From an optimization exercise on the open Yosys and OpenROAD flow, aimed at small area, a short achievable clock period and few clock cycles per item; shortcuts taken in it are not production practice.
Function was checked by simulation only, so behaviour that the tests miss may differ from the original.
Power and IR drop assume default switching activity.

## flow/config.mk

```make
export PLATFORM = sky130hd
export DESIGN_NAME = dual_axis_pid_with_error_weighting_top
export DESIGN_NICKNAME = dual_axis_pid_with_error_weighting_top
export VERILOG_FILES = /design/flow/design.v
export SDC_FILE = /design/flow/constraint.sdc
export NUM_CORES = 4
export LEC_CHECK = 0
export CAP_MARGIN = 20
export CORE_MARGIN = 2
export CORE_UTILIZATION = 40
export PLACE_DENSITY = 0.6
export SLEW_MARGIN = 20
```

## flow/constraint.sdc

```tcl
create_clock -name core_clock -period 11.0 [get_ports {clock}]
set_input_delay 2.2000 -clock core_clock [delete_from_list [all_inputs] [get_ports {clock}]]
set_output_delay 2.2000 -clock core_clock [all_outputs]
set_load 0.01 [all_outputs]
```

## flow/design.v

```verilog
`default_nettype none
package dapid_pkg;
   localparam int CONTROL_HZ_DEF = 50;
   localparam int ANGLE_BITS_DEF = 16;
   localparam int GAIN_W     = 16;
   localparam int TOL_W      = 15;
   localparam int IN_ANGLE_W = 16;
   localparam int DRIVE_W    = 32;
   localparam int CSR_AW     = 5;
   localparam int CSR_DW     = 32;
   localparam int MUL_A_W  = 32;   
   localparam int KDHZ_W   = 31;   
   localparam int RAD_E_W  = 19;   
   localparam int RAD_D_W  = 20;   
   localparam int MAG_W    = 18;   
   localparam int INTEG_W  = 18;   
   localparam int ACC_W    = 40;   
   localparam int INTEG_LIM = 65536;
   localparam logic [MUL_A_W-1:0] PI_Q29 = 32'd1686629713;
   localparam logic signed [GAIN_W-1:0] ROLL_P_RST = 16'sd4096;
   localparam logic signed [GAIN_W-1:0] ROLL_I_RST = 16'sd41;
   localparam logic signed [GAIN_W-1:0] ROLL_D_RST = 16'sd410;
   localparam logic signed [GAIN_W-1:0] YAW_P_RST  = 16'sd3277;
   localparam logic signed [GAIN_W-1:0] YAW_I_RST  = 16'sd41;
   localparam logic signed [GAIN_W-1:0] YAW_D_RST  = 16'sd410;
   localparam logic [TOL_W-1:0]         ROLL_TOL_RST = 15'd522;
   localparam logic [TOL_W-1:0]         YAW_TOL_RST  = 15'd907;
   typedef enum logic [1:0] {
      CMD_ROLL = 2'd0,
      CMD_YAW  = 2'd1,
      CMD_REF  = 2'd2,
      CMD_TICK = 2'd3
   } cmd_type;
   typedef enum logic [2:0] {
      REG_ROLL_P   = 3'd0,
      REG_ROLL_I   = 3'd1,
      REG_ROLL_D   = 3'd2,
      REG_YAW_P    = 3'd3,
      REG_YAW_I    = 3'd4,
      REG_YAW_D    = 3'd5,
      REG_ROLL_TOL = 3'd6,
      REG_YAW_TOL  = 3'd7
   } reg_type;
   typedef struct packed {
      logic signed [GAIN_W-1:0] kp;
      logic signed [GAIN_W-1:0] ki;
      logic signed [GAIN_W-1:0] kd;
      logic [TOL_W-1:0]         tol;
   } axis_cfg_type;
   typedef struct packed {
      logic start;      
      logic out_full;   
   } core_ctrl_type;
   typedef struct packed {
      logic busy;
      logic done;       
   } core_stat_type;
   typedef enum logic [2:0] {
      A_NONE, A_PI, A_KD, A_KP, A_KI, A_RECIP, A_QUO, A_KDHZ
   } a_sel_type;
   typedef enum logic [2:0] {
      B_NONE, B_HZ, B_ERR, B_DIF, B_MAG, B_EQ, B_DQ, B_INTEG
   } b_sel_type;
   typedef enum logic [3:0] {
      P_NOP, P_LOAD, P_KDHZ, P_EQ, P_DQ, P_QUO, P_PTERM, P_INTEG, P_ADD, P_WEIGH
   } post_type;
   typedef enum logic {
      J_NEXT, J_AXIS
   } jump_type;
   typedef struct packed {
      a_sel_type a_sel;
      b_sel_type b_sel;
      post_type  post;
      jump_type  jump;
   } uword_type;
   localparam int STEP_W = 4;
endpackage
`default_nettype wire
`default_nettype none
module dapid_core #(
   parameter int CONTROL_HZ = dapid_pkg::CONTROL_HZ_DEF,
   parameter int ANGLE_BITS = dapid_pkg::ANGLE_BITS_DEF
) (
   input  logic                                   clock,
   input  logic                                   reset,
   input  dapid_pkg::core_ctrl_type               ctrl,
   input  dapid_pkg::axis_cfg_type                roll_cfg,
   input  dapid_pkg::axis_cfg_type                yaw_cfg,
   input  logic signed [ANGLE_BITS-1:0]           roll_measured,
   input  logic signed [ANGLE_BITS-1:0]           yaw_measured,
   input  logic signed [ANGLE_BITS-1:0]           roll_target,
   input  logic signed [ANGLE_BITS-1:0]           yaw_target,
   output dapid_pkg::core_stat_type               stat,
   output logic signed [dapid_pkg::DRIVE_W-1:0]   roll_drive,
   output logic signed [dapid_pkg::DRIVE_W-1:0]   yaw_drive
);
   localparam int MUL_B_W = (ANGLE_BITS + 1 > dapid_pkg::RAD_D_W) ? ANGLE_BITS + 1 : dapid_pkg::RAD_D_W;
   localparam int PROD_W  = dapid_pkg::MUL_A_W + MUL_B_W;
   localparam int RAD_SH  = ANGLE_BITS + 12;
   localparam int RECIP   = (1 << dapid_pkg::MAG_W) / CONTROL_HZ;
   localparam int CMP_W   = ((ANGLE_BITS > dapid_pkg::TOL_W) ? ANGLE_BITS : dapid_pkg::TOL_W) + 2;
   localparam int ISUM_W  = dapid_pkg::INTEG_W + 3;
   localparam logic signed [PROD_W-1:0] HALF = PROD_W'(1) <<< (RAD_SH - 1);
   localparam logic signed [ISUM_W-1:0] ILIM = ISUM_W'(dapid_pkg::INTEG_LIM);
   typedef enum logic {ST_IDLE, ST_RUN} state_type;
   state_type              state_ff, state_in;
   logic                   axis_ff, axis_in;
   logic [dapid_pkg::STEP_W-1:0]      step_ff, step_in;
   logic signed [ANGLE_BITS-1:0] err_ff, err_in;
   logic signed [ANGLE_BITS:0]   dif_ff, dif_in;
   logic signed [PROD_W-1:0]     prod_ff, prod_in;
   logic signed [dapid_pkg::KDHZ_W-1:0]     kdhz_ff;
   logic signed [dapid_pkg::RAD_E_W-1:0]    eq_ff;
   logic signed [dapid_pkg::RAD_D_W-1:0]    dq_ff;
   logic [dapid_pkg::MAG_W-1:0]             mag_ff, mag_in;
   logic                         neg_ff;
   logic [dapid_pkg::MAG_W-1:0]             quo_ff, quo_in;
   logic signed [dapid_pkg::ACC_W-1:0]      acc_ff, acc_in;
   logic signed [dapid_pkg::DRIVE_W-1:0]    roll_res_ff;
   logic signed [dapid_pkg::INTEG_W-1:0]    integ_ff [2];
   logic signed [dapid_pkg::INTEG_W-1:0]    integ_in;
   logic signed [ANGLE_BITS-1:0] last_ff [2];
   dapid_pkg::uword_type                  uw;
   dapid_pkg::axis_cfg_type               cfg;
   logic                       final_step, adv;
   logic signed [dapid_pkg::MUL_A_W-1:0]  a_op;
   logic signed [MUL_B_W-1:0]  b_op;
   logic signed [PROD_W-1:0]   rnd, pshift;
   logic [PROD_W-1:0]          abs_prod, mag_shift, quo_shift;
   logic [dapid_pkg::MAG_W:0]             rem, q_mag;
   logic signed [dapid_pkg::MAG_W+1:0]    q_ext, q_signed;
   logic signed [ISUM_W-1:0]   isum;
   logic signed [CMP_W-1:0]    err_wide;
   logic [CMP_W-1:0]           abs_err, tol_w;
   logic                       above, far;
   logic signed [dapid_pkg::ACC_W:0]      w_val;
   logic [dapid_pkg::ACC_W-dapid_pkg::DRIVE_W+1:0]   upper;
   logic signed [dapid_pkg::DRIVE_W-1:0]  drive_in;
   always_comb begin
      case (step_ff)
         4'd0: begin uw.a_sel = dapid_pkg::A_KD; uw.b_sel = dapid_pkg::B_HZ; uw.post = dapid_pkg::P_LOAD; uw.jump = dapid_pkg::J_NEXT; end
         4'd1: begin uw.a_sel = dapid_pkg::A_PI; uw.b_sel = dapid_pkg::B_ERR; uw.post = dapid_pkg::P_KDHZ; uw.jump = dapid_pkg::J_NEXT; end
         4'd2: begin uw.a_sel = dapid_pkg::A_PI; uw.b_sel = dapid_pkg::B_DIF; uw.post = dapid_pkg::P_EQ; uw.jump = dapid_pkg::J_NEXT; end
         4'd3: begin uw.a_sel = dapid_pkg::A_RECIP; uw.b_sel = dapid_pkg::B_MAG; uw.post = dapid_pkg::P_DQ; uw.jump = dapid_pkg::J_NEXT; end
         4'd4: begin uw.a_sel = dapid_pkg::A_KP; uw.b_sel = dapid_pkg::B_EQ; uw.post = dapid_pkg::P_QUO; uw.jump = dapid_pkg::J_NEXT; end
         4'd5: begin uw.a_sel = dapid_pkg::A_QUO; uw.b_sel = dapid_pkg::B_HZ; uw.post = dapid_pkg::P_PTERM; uw.jump = dapid_pkg::J_NEXT; end
         4'd6: begin uw.a_sel = dapid_pkg::A_KDHZ; uw.b_sel = dapid_pkg::B_DQ; uw.post = dapid_pkg::P_INTEG; uw.jump = dapid_pkg::J_NEXT; end
         4'd7: begin uw.a_sel = dapid_pkg::A_KI; uw.b_sel = dapid_pkg::B_INTEG; uw.post = dapid_pkg::P_ADD; uw.jump = dapid_pkg::J_NEXT; end
         4'd8: begin uw.a_sel = dapid_pkg::A_NONE; uw.b_sel = dapid_pkg::B_NONE; uw.post = dapid_pkg::P_ADD; uw.jump = dapid_pkg::J_NEXT; end
         4'd9: begin uw.a_sel = dapid_pkg::A_NONE; uw.b_sel = dapid_pkg::B_NONE; uw.post = dapid_pkg::P_WEIGH; uw.jump = dapid_pkg::J_AXIS; end
         default: begin uw.a_sel = dapid_pkg::A_NONE; uw.b_sel = dapid_pkg::B_NONE; uw.post = dapid_pkg::P_NOP; uw.jump = dapid_pkg::J_NEXT; end
      endcase
   end
   assign cfg        = axis_ff ? yaw_cfg : roll_cfg;
   assign final_step = (uw.jump == dapid_pkg::J_AXIS) && axis_ff;
   assign adv        = (state_ff == ST_RUN) && !(final_step && ctrl.out_full);
   always_comb begin
      case (uw.a_sel)
         dapid_pkg::A_PI:    a_op = $signed(dapid_pkg::PI_Q29);
         dapid_pkg::A_KD:    a_op = dapid_pkg::MUL_A_W'(cfg.kd);
         dapid_pkg::A_KP:    a_op = dapid_pkg::MUL_A_W'(cfg.kp);
         dapid_pkg::A_KI:    a_op = dapid_pkg::MUL_A_W'(cfg.ki);
         dapid_pkg::A_RECIP: a_op = $signed(dapid_pkg::MUL_A_W'(RECIP));
         dapid_pkg::A_QUO:   a_op = $signed(dapid_pkg::MUL_A_W'(quo_ff));
         dapid_pkg::A_KDHZ:  a_op = dapid_pkg::MUL_A_W'(kdhz_ff);
         default: a_op = '0;
      endcase
      case (uw.b_sel)
         dapid_pkg::B_HZ:    b_op = $signed(MUL_B_W'(CONTROL_HZ));
         dapid_pkg::B_ERR:   b_op = MUL_B_W'(err_ff);
         dapid_pkg::B_DIF:   b_op = MUL_B_W'(dif_ff);
         dapid_pkg::B_MAG:   b_op = $signed(MUL_B_W'(mag_ff));
         dapid_pkg::B_EQ:    b_op = MUL_B_W'(eq_ff);
         dapid_pkg::B_DQ:    b_op = MUL_B_W'(dq_ff);
         dapid_pkg::B_INTEG: b_op = MUL_B_W'(integ_ff[axis_ff]);
         default: b_op = '0;
      endcase
   end
   assign prod_in = a_op * b_op;
   assign err_in = axis_ff ? (yaw_target - yaw_measured) : (roll_target - roll_measured);
   assign dif_in = (ANGLE_BITS + 1)'(err_in) - (ANGLE_BITS + 1)'(last_ff[axis_ff]);
   assign rnd       = (prod_ff + HALF) >>> RAD_SH;
   assign abs_prod  = prod_ff[PROD_W-1] ? $unsigned(-prod_ff) : $unsigned(prod_ff);
   assign mag_shift = abs_prod >> RAD_SH;
   assign mag_in    = mag_shift[dapid_pkg::MAG_W-1:0];
   assign quo_shift = $unsigned(prod_ff) >> dapid_pkg::MAG_W;
   assign quo_in    = quo_shift[dapid_pkg::MAG_W-1:0];
   assign pshift    = prod_ff >>> 12;
   assign rem      = (dapid_pkg::MAG_W + 1)'(mag_ff) - prod_ff[dapid_pkg::MAG_W:0];
   assign q_mag    = (rem >= (dapid_pkg::MAG_W + 1)'(CONTROL_HZ)) ?
                     (dapid_pkg::MAG_W + 1)'(quo_ff) + (dapid_pkg::MAG_W + 1)'(1) : (dapid_pkg::MAG_W + 1)'(quo_ff);
   assign q_ext    = $signed({1'b0, q_mag});
   assign q_signed = neg_ff ? -q_ext : q_ext;
   assign isum     = ISUM_W'(integ_ff[axis_ff]) + ISUM_W'(q_signed);
   always_comb begin
      if (isum > ILIM) begin
         integ_in = dapid_pkg::INTEG_W'(ILIM);
      end else if (isum < -ILIM) begin
         integ_in = dapid_pkg::INTEG_W'(-ILIM);
      end else begin
         integ_in = isum[dapid_pkg::INTEG_W-1:0];
      end
   end
   always_comb begin
      case (uw.post)
         dapid_pkg::P_PTERM: acc_in = pshift[dapid_pkg::ACC_W-1:0];
         dapid_pkg::P_ADD:   acc_in = acc_ff + pshift[dapid_pkg::ACC_W-1:0];
         default: acc_in = acc_ff;
      endcase
   end
   assign err_wide = CMP_W'(err_ff);
   assign abs_err  = err_wide[CMP_W-1] ? $unsigned(-err_wide) : $unsigned(err_wide);
   assign tol_w    = CMP_W'(cfg.tol);
   assign above    = abs_err > tol_w;
   assign far      = (abs_err << 1) > (tol_w + (tol_w << 1));
   always_comb begin
      if (!above) begin
         w_val = '0;
      end else if (far) begin
         w_val = (dapid_pkg::ACC_W + 1)'(acc_ff) <<< 1;
      end else begin
         w_val = (dapid_pkg::ACC_W + 1)'(acc_ff);
      end
      upper = w_val[dapid_pkg::ACC_W:dapid_pkg::DRIVE_W-1];
      if ((&upper) || !(|upper)) begin
         drive_in = w_val[dapid_pkg::DRIVE_W-1:0];
      end else if (w_val[dapid_pkg::ACC_W]) begin
         drive_in = {1'b1, {(dapid_pkg::DRIVE_W - 1){1'b0}}};
      end else begin
         drive_in = {1'b0, {(dapid_pkg::DRIVE_W - 1){1'b1}}};
      end
   end
   always_comb begin
      state_in = state_ff;
      axis_in  = axis_ff;
      step_in  = step_ff;
      if (state_ff == ST_IDLE) begin
         if (ctrl.start) begin
            state_in = ST_RUN;
            axis_in  = 1'b0;
            step_in  = '0;
         end
      end else if (adv) begin
         if (uw.jump == dapid_pkg::J_AXIS) begin
            step_in = '0;
            if (axis_ff) begin
               state_in = ST_IDLE;
            end else begin
               axis_in = 1'b1;
            end
         end else begin
            step_in = step_ff + dapid_pkg::STEP_W'(1);
         end
      end
   end
   always_ff @(posedge clock) begin
      if (reset) begin
         state_ff <= ST_IDLE;
         axis_ff  <= 1'b0;
         step_ff  <= '0;
      end else begin
         state_ff <= state_in;
         axis_ff  <= axis_in;
         step_ff  <= step_in;
      end
   end
   always_ff @(posedge clock) begin
      if (reset) begin
         integ_ff[0] <= '0;
         integ_ff[1] <= '0;
         last_ff[0]  <= '0;
         last_ff[1]  <= '0;
      end else if (adv) begin
         if (uw.post == dapid_pkg::P_INTEG) begin
            integ_ff[axis_ff] <= integ_in;
         end
         if (uw.post == dapid_pkg::P_WEIGH) begin
            last_ff[axis_ff] <= err_ff;
         end
      end
   end
   always_ff @(posedge clock) begin
      if (adv) begin
         prod_ff <= prod_in;
         acc_ff  <= acc_in;
         case (uw.post)
            dapid_pkg::P_LOAD: begin
               err_ff <= err_in;
               dif_ff <= dif_in;
            end
            dapid_pkg::P_KDHZ: kdhz_ff <= prod_ff[dapid_pkg::KDHZ_W-1:0];
            dapid_pkg::P_EQ: begin
               eq_ff  <= rnd[dapid_pkg::RAD_E_W-1:0];
               mag_ff <= mag_in;
               neg_ff <= prod_ff[PROD_W-1];
            end
            dapid_pkg::P_DQ:  dq_ff  <= rnd[dapid_pkg::RAD_D_W-1:0];
            dapid_pkg::P_QUO: quo_ff <= quo_in;
            dapid_pkg::P_WEIGH: begin
               if (!axis_ff) begin
                  roll_res_ff <= drive_in;
               end
            end
            default: ;
      endcase
      end
   end
   assign stat.busy  = (state_ff == ST_RUN);
   assign stat.done  = adv && final_step;
   assign roll_drive = roll_res_ff;
   assign yaw_drive  = drive_in;
endmodule
`default_nettype wire
`default_nettype none
module dual_axis_pid_with_error_weighting_top #(
   parameter int CONTROL_HZ = dapid_pkg::CONTROL_HZ_DEF,
   parameter int ANGLE_BITS = dapid_pkg::ANGLE_BITS_DEF
) (
   input  logic                           clock,
   input  logic                           reset,
   input  logic                           req_tvalid,
   output logic                           req_tready,
   input  logic [31:0]                    req_tdata,    
   input  logic [1:0]                     req_tuser,    
   output logic                           rsp_tvalid,
   input  logic                           rsp_tready,
   output logic [63:0]                    rsp_tdata,    
   input  logic                           csr_psel,
   input  logic                           csr_penable,
   input  logic                           csr_pwrite,
   input  logic [dapid_pkg::CSR_AW-1:0]   csr_paddr,
   input  logic [dapid_pkg::CSR_DW-1:0]   csr_pwdata,
   output logic [dapid_pkg::CSR_DW-1:0]   csr_prdata,
   output logic                           csr_pready
);
   logic signed [dapid_pkg::GAIN_W-1:0] roll_p_ff, roll_i_ff, roll_d_ff;
   logic signed [dapid_pkg::GAIN_W-1:0] yaw_p_ff, yaw_i_ff, yaw_d_ff;
   logic [dapid_pkg::TOL_W-1:0]         roll_tol_ff, yaw_tol_ff;
   logic signed [ANGLE_BITS-1:0] roll_meas_ff, yaw_meas_ff, roll_tgt_ff, yaw_tgt_ff;
   logic [2:0]                   seen_ff, seen_in;
   logic                         rsp_valid_ff;
   logic [63:0]                  rsp_data_ff;
   logic                         csr_wr;
   dapid_pkg::reg_type                      csr_idx;
   logic                         req_acc;
   dapid_pkg::cmd_type                      cmd;
   logic signed [dapid_pkg::IN_ANGLE_W-1:0] in_a, in_b;
   logic signed [ANGLE_BITS-1:0] angle_a, angle_b;
   dapid_pkg::core_ctrl_type                ctrl;
   dapid_pkg::core_stat_type                stat;
   dapid_pkg::axis_cfg_type                 roll_cfg, yaw_cfg;
   logic signed [dapid_pkg::DRIVE_W-1:0]    roll_drive, yaw_drive;
   assign csr_pready = 1'b1;
   assign csr_wr     = csr_psel && csr_penable && csr_pwrite && csr_pready;
   assign csr_idx    = dapid_pkg::reg_type'(csr_paddr[dapid_pkg::CSR_AW-1:2]);
   always_ff @(posedge clock) begin
      if (reset) begin
         roll_p_ff   <= dapid_pkg::ROLL_P_RST;
         roll_i_ff   <= dapid_pkg::ROLL_I_RST;
         roll_d_ff   <= dapid_pkg::ROLL_D_RST;
         yaw_p_ff    <= dapid_pkg::YAW_P_RST;
         yaw_i_ff    <= dapid_pkg::YAW_I_RST;
         yaw_d_ff    <= dapid_pkg::YAW_D_RST;
         roll_tol_ff <= dapid_pkg::ROLL_TOL_RST;
         yaw_tol_ff  <= dapid_pkg::YAW_TOL_RST;
      end else if (csr_wr) begin
         case (csr_idx)
            dapid_pkg::REG_ROLL_P:   roll_p_ff   <= csr_pwdata[dapid_pkg::GAIN_W-1:0];
            dapid_pkg::REG_ROLL_I:   roll_i_ff   <= csr_pwdata[dapid_pkg::GAIN_W-1:0];
            dapid_pkg::REG_ROLL_D:   roll_d_ff   <= csr_pwdata[dapid_pkg::GAIN_W-1:0];
            dapid_pkg::REG_YAW_P:    yaw_p_ff    <= csr_pwdata[dapid_pkg::GAIN_W-1:0];
            dapid_pkg::REG_YAW_I:    yaw_i_ff    <= csr_pwdata[dapid_pkg::GAIN_W-1:0];
            dapid_pkg::REG_YAW_D:    yaw_d_ff    <= csr_pwdata[dapid_pkg::GAIN_W-1:0];
            dapid_pkg::REG_ROLL_TOL: roll_tol_ff <= csr_pwdata[dapid_pkg::TOL_W-1:0];
            dapid_pkg::REG_YAW_TOL:  yaw_tol_ff  <= csr_pwdata[dapid_pkg::TOL_W-1:0];
            default: ;
         endcase
      end
   end
   always_comb begin
      case (csr_idx)
         dapid_pkg::REG_ROLL_P:   csr_prdata = dapid_pkg::CSR_DW'(roll_p_ff);
         dapid_pkg::REG_ROLL_I:   csr_prdata = dapid_pkg::CSR_DW'(roll_i_ff);
         dapid_pkg::REG_ROLL_D:   csr_prdata = dapid_pkg::CSR_DW'(roll_d_ff);
         dapid_pkg::REG_YAW_P:    csr_prdata = dapid_pkg::CSR_DW'(yaw_p_ff);
         dapid_pkg::REG_YAW_I:    csr_prdata = dapid_pkg::CSR_DW'(yaw_i_ff);
         dapid_pkg::REG_YAW_D:    csr_prdata = dapid_pkg::CSR_DW'(yaw_d_ff);
         dapid_pkg::REG_ROLL_TOL: csr_prdata = dapid_pkg::CSR_DW'(roll_tol_ff);
         dapid_pkg::REG_YAW_TOL:  csr_prdata = dapid_pkg::CSR_DW'(yaw_tol_ff);
         default:      csr_prdata = '0;
      endcase
   end
   assign req_tready = !stat.busy;
   assign req_acc    = req_tvalid && req_tready;
   assign cmd        = dapid_pkg::cmd_type'(req_tuser);
   assign in_a       = req_tdata[dapid_pkg::IN_ANGLE_W-1:0];
   assign in_b       = req_tdata[2*dapid_pkg::IN_ANGLE_W-1:dapid_pkg::IN_ANGLE_W];
   assign angle_a    = ANGLE_BITS'(in_a);
   assign angle_b    = ANGLE_BITS'(in_b);
   always_comb begin
      seen_in = seen_ff;
      if (req_acc) begin
         case (cmd)
            dapid_pkg::CMD_ROLL: seen_in = seen_ff | 3'b001;
            dapid_pkg::CMD_YAW:  seen_in = seen_ff | 3'b010;
            dapid_pkg::CMD_REF:  seen_in = seen_ff | 3'b100;
            default:  seen_in = seen_ff;
         endcase
      end
   end
   always_ff @(posedge clock) begin
      if (reset) begin
         roll_meas_ff <= '0;
         yaw_meas_ff  <= '0;
         roll_tgt_ff  <= '0;
         yaw_tgt_ff   <= '0;
         seen_ff      <= '0;
      end else begin
         seen_ff <= seen_in;
         if (req_acc) begin
            case (cmd)
               dapid_pkg::CMD_ROLL: roll_meas_ff <= angle_a;
               dapid_pkg::CMD_YAW:  yaw_meas_ff  <= angle_a;
               dapid_pkg::CMD_REF: begin
                  roll_tgt_ff <= angle_a;
                  yaw_tgt_ff  <= angle_b;
               end
               default: ;
            endcase
         end
      end
   end
   assign ctrl.start    = req_acc && (cmd == dapid_pkg::CMD_TICK) && (seen_ff == 3'b111);
   assign ctrl.out_full = rsp_valid_ff && !rsp_tready;
   assign roll_cfg = {roll_p_ff, roll_i_ff, roll_d_ff, roll_tol_ff};
   assign yaw_cfg  = {yaw_p_ff, yaw_i_ff, yaw_d_ff, yaw_tol_ff};
   dapid_core #(
      .CONTROL_HZ (CONTROL_HZ),
      .ANGLE_BITS (ANGLE_BITS)
   ) u_core (
      .clock         (clock),
      .reset         (reset),
      .ctrl          (ctrl),
      .roll_cfg      (roll_cfg),
      .yaw_cfg       (yaw_cfg),
      .roll_measured (roll_meas_ff),
      .yaw_measured  (yaw_meas_ff),
      .roll_target   (roll_tgt_ff),
      .yaw_target    (yaw_tgt_ff),
      .stat          (stat),
      .roll_drive    (roll_drive),
      .yaw_drive     (yaw_drive)
   );
   always_ff @(posedge clock) begin
      if (reset) begin
         rsp_valid_ff <= 1'b0;
      end else if (stat.done) begin
         rsp_valid_ff <= 1'b1;
      end else if (rsp_tready) begin
         rsp_valid_ff <= 1'b0;
      end
   end
   always_ff @(posedge clock) begin
      if (stat.done) begin
         rsp_data_ff <= {yaw_drive, roll_drive};
      end
   end
   assign rsp_tvalid = rsp_valid_ff;
   assign rsp_tdata  = rsp_data_ff;
endmodule
`default_nettype wire
```

## flow/run.sh

```bash
#!/bin/bash
# synth_recipe.tcl (not shown) runs the flow's synth.tcl, then flattens the netlist and writes it again
# the make line also repeats each setting of config.mk as NAME=value (left out here)
make -C /OpenROAD-flow-scripts/flow DESIGN_CONFIG=/design/flow/config.mk WORK_HOME=/design/flow/orfs CLKGATE_MAP_FILE= SYNTH_SCRIPT=/design/flow/synth_recipe.tcl finish
```

==> run summary <==
cell families after synthesis:
family                   after synthesis
AND/OR/NAND/NOR                     1920
AO/OA/AOI/OAI                       1032
other                                  1
XOR/XNOR                             235
flip-flops                           608
multiplexers                         166
adder cells (fa/ha/maj)              959
buffers and inverters               1176
state kept, by name, indices dropped and copies added (netlist names), 17 cells and up, named ones only:
register,cells
u_core.kdhz_ff,31
u_core.eq_ff,19
u_core.dif_ff,17
u_core.integ_ff,36
u_core.mag_ff,18
u_core.acc_ff,40
u_core.prod_ff,52
u_core.dq_ff,20
u_core.quo_ff,18
u_core.last_ff,32
u_core.roll_res_ff,32
rsp_data_ff,64
power by group:
| group | total (mW) | internal (mW) | switching (mW) |
|---|---|---|---|
| combinational | 0.515 | 0.202 | 0.313 |
| sequential | 2.46 | 2.45 | 0.0108 |
| clock | 2.35 | 1.35 | 0.999 |
| total | 5.33 | 4.00 | 1.32 |
placed cells by master, fill, tap and decap left out, drive strengths merged, types with 24 or more instances in the layout:
| cell type | Yosys | routed |
|---|---|---|
| buf | 53 | 160 |
| edfxtp | 396 | 396 |
| and2 | 91 | 91 |
| o21bai | 27 | 27 |
| mux2 | 39 | 39 |
| xnor2 | 158 | 158 |
| xor2 | 77 | 77 |
| a21oi | 378 | 378 |
| nor2b | 57 | 57 |
| a21o | 108 | 108 |
| mux2i | 124 | 124 |
| clkbuf | 254 | 81 |
| nand2b | 44 | 44 |
| dfxtp | 212 | 212 |
| o21ai | 203 | 203 |
| or3 | 24 | 24 |
| nand3b | 43 | 43 |
| inv | 867 | 872 |
| a221oi | 26 | 26 |
| ha | 316 | 316 |
| nor3 | 63 | 63 |
| nor2 | 457 | 457 |
| nand4 | 30 | 30 |
| nand3 | 70 | 70 |
| fa | 643 | 643 |
| clkdlybuf4s50 | 0 | 154 |
| a22oi | 56 | 56 |
| o31ai | 26 | 26 |
| clkinv | 2 | 26 |
| nand2 | 954 | 954 |
through the flow:
step	total power, mW	utilization [%]	cells
3_3_place_gp	3.01	43.2	7980
3_5_place_dp	3.02	43.2	7980
2_1_floorplan	2.85	-	6097
6_report	5.33	44.9	8103
5_1_grt	5.51	44.9	8103
4_1_cts	5.37	44.9	8103
worst max-delay path: cells and delay by family, from the launching register on:
| family | cells | cell delay, ps |
|---|---|---|
| adders and majority gates | 8 | 3850 |
| xor gates and xnor gates | 1 | 80 |
| and+or+nand+nor | 6 | 1720 |
| buffers and inverters | 4 | 460 |
| AOI/OAI and AO/OA | 10 | 3370 |
| DFF | 1 | 640 |
worst min-delay path by stage:
stage                           startpoint              end  slack (ps)  cells past startpoint
floorplan            u_core.roll_res_ff[0]   rsp_data_ff[0]         400                      0
global placement    u_core.roll_res_ff[28]  rsp_data_ff[28]         400                      0
detailed placement  u_core.roll_res_ff[10]  rsp_data_ff[10]         400                      0
CTS                 u_core.roll_res_ff[31]  rsp_data_ff[31]         410                      0
global route        u_core.roll_res_ff[23]  rsp_data_ff[23]         420                      0
finish              u_core.roll_res_ff[31]  rsp_data_ff[31]         410                      0
final cells by class:
cell class,instances,area [um2]
fillers,13500,76900
multi-input cells,4313,35800
flip-flops and latches,608,16100
inverters,869,3260
repair buffers,314,2770
well taps,1876,2350
clock buffers,81,1800
clock inverters,42,464
layer usage:
layer / routed length, um / global-route usage [%] / vias to the layer above
li1: - / - / 20100
met5: 0 / 0 / -
met4: 5970 / 7.64 / 0
met2: 79800 / 38.9 / 1562
met3: 12300 / 3.59 / 299
met1: 72600 / 32.4 / 21900
==> flow_summary.toml <==
[global_routing]
grt_pass1_wl_um = 261000
track_usage_pct = 23.8
overflow = 0
antenna_found_initial = 4
grt_pass1_vias = 43500
grt_max_degree = 86

[clock_tree]
cts_tree = "done"
cts_setup_buffers = 0
root_buffer = "clkbuf_16"
ctsLongestPathBuffers = 3
clock_sinks = 608
ctsResizeCount = 0
postCtsHoldBufs = 0
ctsHtreeMaxLevel = 3
cts.clk_slew.worst_paths_ps = 60
insertion_delay_ps = 660
cts_buffers = 69

[die]
io_pins = 177
die_x_um = 379
core_area_um2 = 140000
fp.dieH_um = 379
dieArea_um2 = 144000
num_rows = 137
start_util_pct = 40.4

[synth]
synth-xor-area-share_pct = 3.66
yosysSeqAreaShare_pct = 28.7
netlist_area_um2 = 56300
ys_top_cells_by_area = "fa_1 (23%), edfxtp_1 (21%), dfxtp_1 (7.5%)"
async_reset_ff_share_pct = 0
yosysTopAreaCellShare_pct = 22.9
synth_ff_type = "edfxtp_1"
synth.distinct_cells = 95
synthMuxAreaShare_pct = 3.10
ys_ff_latch = 608
yosys.area_share.simple_pct = 15.0
synth_cells = 6097
synth_commonest_cells = "nand2_1 (954), inv_1 (867), fa_1 (643)"
syn_nets = 7134
synth_edf_count = 396
yosys.area_share.adder_pct = 29.9
synth_warnings = 2
synth_top_family_by_area = "adder cells"
synth_compound_area_share_pct = 11.6
synth.most_common_cell = "nand2_1"
synth_top_area_cell = "fa_1"
synth.avg_cell_area_um2 = 9.23

[worst_setup_path]
r2r-start = "u_core.uw[6]"
slowest_delay_ps = 780
critical_path_arrival_ps = 10810
r2r_end = "u_core.prod_ff[50]"
reg2reg_slack_ps = 570
timing.critical_path.mode_cell = "fa_1"
r2r_cells = 29
cp_max_fo = 16
cp-end-kind = "register"
endpoint = "u_core.prod_ff[50]"
required_ps = 11380
worstSetupStartpoint = "u_core.uw[6]"
critPathLaunchType = "register"
criticalPathCategory = "register to register"
slowest_stage = "a221o_1"

[detailed_routing]
post-route-drc-count = 0
dr.pass1.iters = 5
postRouteAntennaNets = 0
wire_per_inst_um = 21.1
dr.first_iter.drc_count = 4140
vias = 43900
routed_wirelength_um = 171000
vias_per_cell = 5.42

[sta]
setup_viol = 0
tightest_slew_ps = 1230
period_needed_ps = 10430
worst_slack_ps = 569
tns_ps = 0
fin_crit_sh_pct = 94.8
finalClockSkew_ps = 53.1
slew_headroom_pct = 18.0
rsz0062_at_grt = "false"
whs_ps = 411
slew_viol_final = 0
final-hold-violation-count = 0
fmax_mhz = 95.9

[run_status]
status = "timing/DRC/antenna clean"

[place]
hpwl_um = 131000
place_area_um2 = 60300
place_congestion = 0.935
post-place-ws_ps = 734
port_buffers = 157

[layout]
drive_gt1_share_pct = 5.96
syn_to_final_growth_pct = 11.2
n_antenna_cell = 0
nNetsFinal = 7212
fin_area_um2 = 62600

[run]
maxCapViolCount = 0

[pwr]
power.density_nw_per_um2 = 85.1
p_leak_nw = 27.2
peakVddDrop_mv = 0.101

[min_path]
min_path_type = "register to register"
Testbench counts, summed over its fixed seeds: cycles 47,353, ticks 2,048.

## afterwards: timing with drivers on the ports
Ports are ideal in the flow. The routed layout listed here was re-timed in OpenROAD.
Step 1 (the two cells are an assumption about what drives the block):
set clk [get_ports {clock}]
set_driving_cell -lib_cell sky130_fd_sc_hd__clkbuf_16 $clk
set_driving_cell -lib_cell sky130_fd_sc_hd__buf_2 [delete_from_list [all_inputs] $clk]
Step 2 adds t to the input delays and takes it off the output delays; t is the mean of the earliest and latest rising clock arrival at the registers after step 1. Input paths then give back, and output paths get back, about the clock's delay inside the block.
a / b / c = no drivers / after step 1 / after step 2; a / b = the first two.
t (ns): 0.711
slack for setup (ns): 0.569 / 0.569 / 0.569
slew at the worst register clock pin (ns): 0.07 / 0.07
After both steps this run still meets setup and hold. For this run, drivers alone change the setup slack by 0.000 ns; drivers and shift together by 0.000 ns.
